This is an optimization exercise on Yosys and OpenROAD, whose aim is a short achievable clock period and few clock cycles, not a production implementation.
Function was checked by simulation only, so behaviour that the tests miss may differ from the original.

== job 3601 ==
Design roi_crop_mosaic_address_gen_core, start of the top module:
module roi_crop_mosaic_address_gen_core (
    input  logic         clk,
    input  logic         rst_n,
    input  logic         s_tvalid,
    output logic         s_tready,
    input  logic [47:0]  s_tdata,   
    input  logic         s_tuser,   
    output logic         m_tvalid,
    input  logic         m_tready,
    output logic [103:0] m_tdata,   
    output logic [1:0]   m_tuser,   
    output logic         m_tlast,
    input  logic         cfg_valid,
    output logic         cfg_ready,
    input  logic [2:0]   cfg_index,
    input  logic [12:0]  cfg_data
);
    localparam int FIFO_N = 2;
    logic [12:0] cfg_w, cfg_h;
    logic [4:0]  cfg_scx, cfg_scy;
    logic [6:0]  cfg_cols, cfg_rows;
    logic [12:0] cfg_nslots;
    logic [11:0] cfg_mw;
    logic [9:0]  ns_lo, ns_hi;
    logic [14:0] cfg_w3;
    assign cfg_ready = 1'b1;
    function automatic logic [6:0] clamp_tiles(input logic [6:0] v);
        if (v == 7'd0)
            clamp_tiles = 7'd1;
        else if (v > 7'd64)
            clamp_tiles = 7'd64;
        else
  ...
Settings: LEC_CHECK=0, CAP_MARGIN=20, CORE_MARGIN=2, CORE_UTILIZATION=50, CTS_CLUSTER_DIAMETER=100, CTS_CLUSTER_SIZE=24, SLEW_MARGIN=20; clock period 10.0 ns.
standard.sh (not shown) runs the stock make flow with config.mk's settings and CLKGATE_MAP_FILE= SYNTH_SCRIPT=/design/flow/synth_recipe.tcl, a recipe that flattens the netlist after the stock synthesis.
==> flow/flow/run.sh <==
#!/bin/bash
# Standard layout, with timing repair aimed at a tighter target than the clock period so that
# the resizer keeps improving paths that already meet 10 ns. Constraints are unchanged.
set -euo pipefail
bash standard.sh SETUP_SLACK_MARGIN=7 finish > standard_flow.log 2>&1
Testbench counts of job 3601, summed over its fixed seeds: cycles 75,828.
diff inputs: job 3601 => job 574
--- a/flow/design.v
+++ b/flow/design.v
@@ -282,39 +282,44 @@
         h_x0     <= g_x0;
         h_y0     <= g_y0;
         h_len    <= g_len;
         h_nrows  <= g_nrows;
         h_a1     <= a1;
         h_a2     <= a2;
         h_b1     <= b1;
         h_b2     <= b2;
     end
     logic        is_frame, is_region;
     assign is_frame  = h_t == rcmag_pkg::T_FRAME;
     assign is_region = h_t == rcmag_pkg::T_REGION;
-    assign r_v     = h_v;
-    assign r_emit  = is_frame || is_region;
-    assign r_rows  = is_region && h_active;
-    assign r_kind  = is_frame ? rcmag_pkg::KIND_CLEAR : rcmag_pkg::KIND_TOP_LEFT;
-    assign r_last  = is_frame || !h_active;
-    assign r_slot  = is_frame ? 8'd0 : h_slot;
-    assign r_tlx   = is_frame ? 16'd0 : (h_x0hi[3] ? 16'hFFFF : {h_x0hi[2:0], h_x0});
-    assign r_tly   = is_frame ? 16'd0 : (h_y0hi[3] ? 16'hFFFF : {h_y0hi[2:0], h_y0});
-    assign r_ls    = 27'({6'd0, h_a1} + {h_a2, 8'd0} + {14'd0, h_x0});
-    assign r_cs    = 27'({6'd0, h_b1} + {h_b2, 8'd0} + {14'd0, h_x0});
-    assign r_ld    = h_ld;
-    assign r_cd    = h_cd;
-    assign r_len   = h_len;
-    assign r_nrows = h_nrows;
-    assign r_y0odd = h_y0odd;
+    always_ff @(posedge clk or negedge rst_n)
+        if (!rst_n) r_v <= 1'b0;
+        else        r_v <= h_v;
+    always_ff @(posedge clk)
+    begin
+        r_emit  <= is_frame || is_region;
+        r_rows  <= is_region && h_active;
+        r_kind  <= is_frame ? rcmag_pkg::KIND_CLEAR : rcmag_pkg::KIND_TOP_LEFT;
+        r_last  <= is_frame || !h_active;
+        r_slot  <= is_frame ? 8'd0 : h_slot;
+        r_tlx   <= is_frame ? 16'd0 : (h_x0hi[3] ? 16'hFFFF : {h_x0hi[2:0], h_x0});
+        r_tly   <= is_frame ? 16'd0 : (h_y0hi[3] ? 16'hFFFF : {h_y0hi[2:0], h_y0});
+        r_ls    <= 27'({6'd0, h_a1} + {h_a2, 8'd0} + {14'd0, h_x0});
+        r_cs    <= 27'({6'd0, h_b1} + {h_b2, 8'd0} + {14'd0, h_x0});
+        r_ld    <= h_ld;
+        r_cd    <= h_cd;
+        r_len   <= h_len;
+        r_nrows <= h_nrows;
+        r_y0odd <= h_y0odd;
+    end
 endmodule
 module roi_crop_mosaic_address_gen_core (
     input  logic         clk,
     input  logic         rst_n,
     input  logic         s_tvalid,
     output logic         s_tready,
     input  logic [47:0]  s_tdata,   
     input  logic         s_tuser,   
     output logic         m_tvalid,
     input  logic         m_tready,
     output logic [103:0] m_tdata,   
     output logic [1:0]   m_tuser,   
### Flow results
Job 574: all stages complete, timing, DRC and antenna checks passed
For the width of the die, job 574 came in about 1.8% higher than job 3601 did.
For number of violations reported at the end of detailed-routing iteration 0, job 574 and job 3601 come out practically identical.
NOTE: non-clock buffer count in job 574 exceeds that of job 3601
Port buffer count: job 3601 vs job 574 identical
Topmost layer with routed signal wires = met5: job 3601; topmost layer with routed signal wires = met4: job 574
Delta (job 574 minus job 3601): adder-cell share of the synthesized area lower, full die area now larger, signal arrival time at the worst endpoint now sits at about the same level, average vias per placed instance fell by 0.68%, via count climbed 637.
| final instance area | job 574 vs job 3601 | about 4% higher |
Higher floorplan row count was reported by job 574, not job 3601.
Testbench counts of job 574, summed over its fixed seeds: cycles 75,836.

static timing again, ports no longer ideal:
In the flow no input, the clock included, has a driving cell. The finished layouts below were timed again as built, in two steps.
Step 1: set_driving_cell puts a clkbuf_16 on clk and a buf_2 on each other input, an assumption about the parent block.
Step 2 adds t to the input delays and takes it off the output delays; t is the mean of the earliest and latest rising clock arrival at the registers after step 1. Input paths then give back, and output paths get back, about the clock's delay inside the block.
Slacks: no drivers / after step 1 / after step 2; pairs: no drivers / after step 1.
run	t, ns	slack for setup (ns)	latest minus earliest clock arrival (ns)	worst register clock-pin slew, ns	worst slew at a driven data input, ns
job 3601	0.794	6.730 / 6.646 / 6.418	0.052 / 0.052	0.10 / 0.10	0.04
job 574	0.801	6.742 / 6.660 / 6.240	0.046 / 0.045	0.11 / 0.11	0.07
After both steps setup and hold are still met in every run listed. For job 574, which loses most, drivers alone change the setup slack by -0.082 ns; drivers and shift together by -0.502 ns.
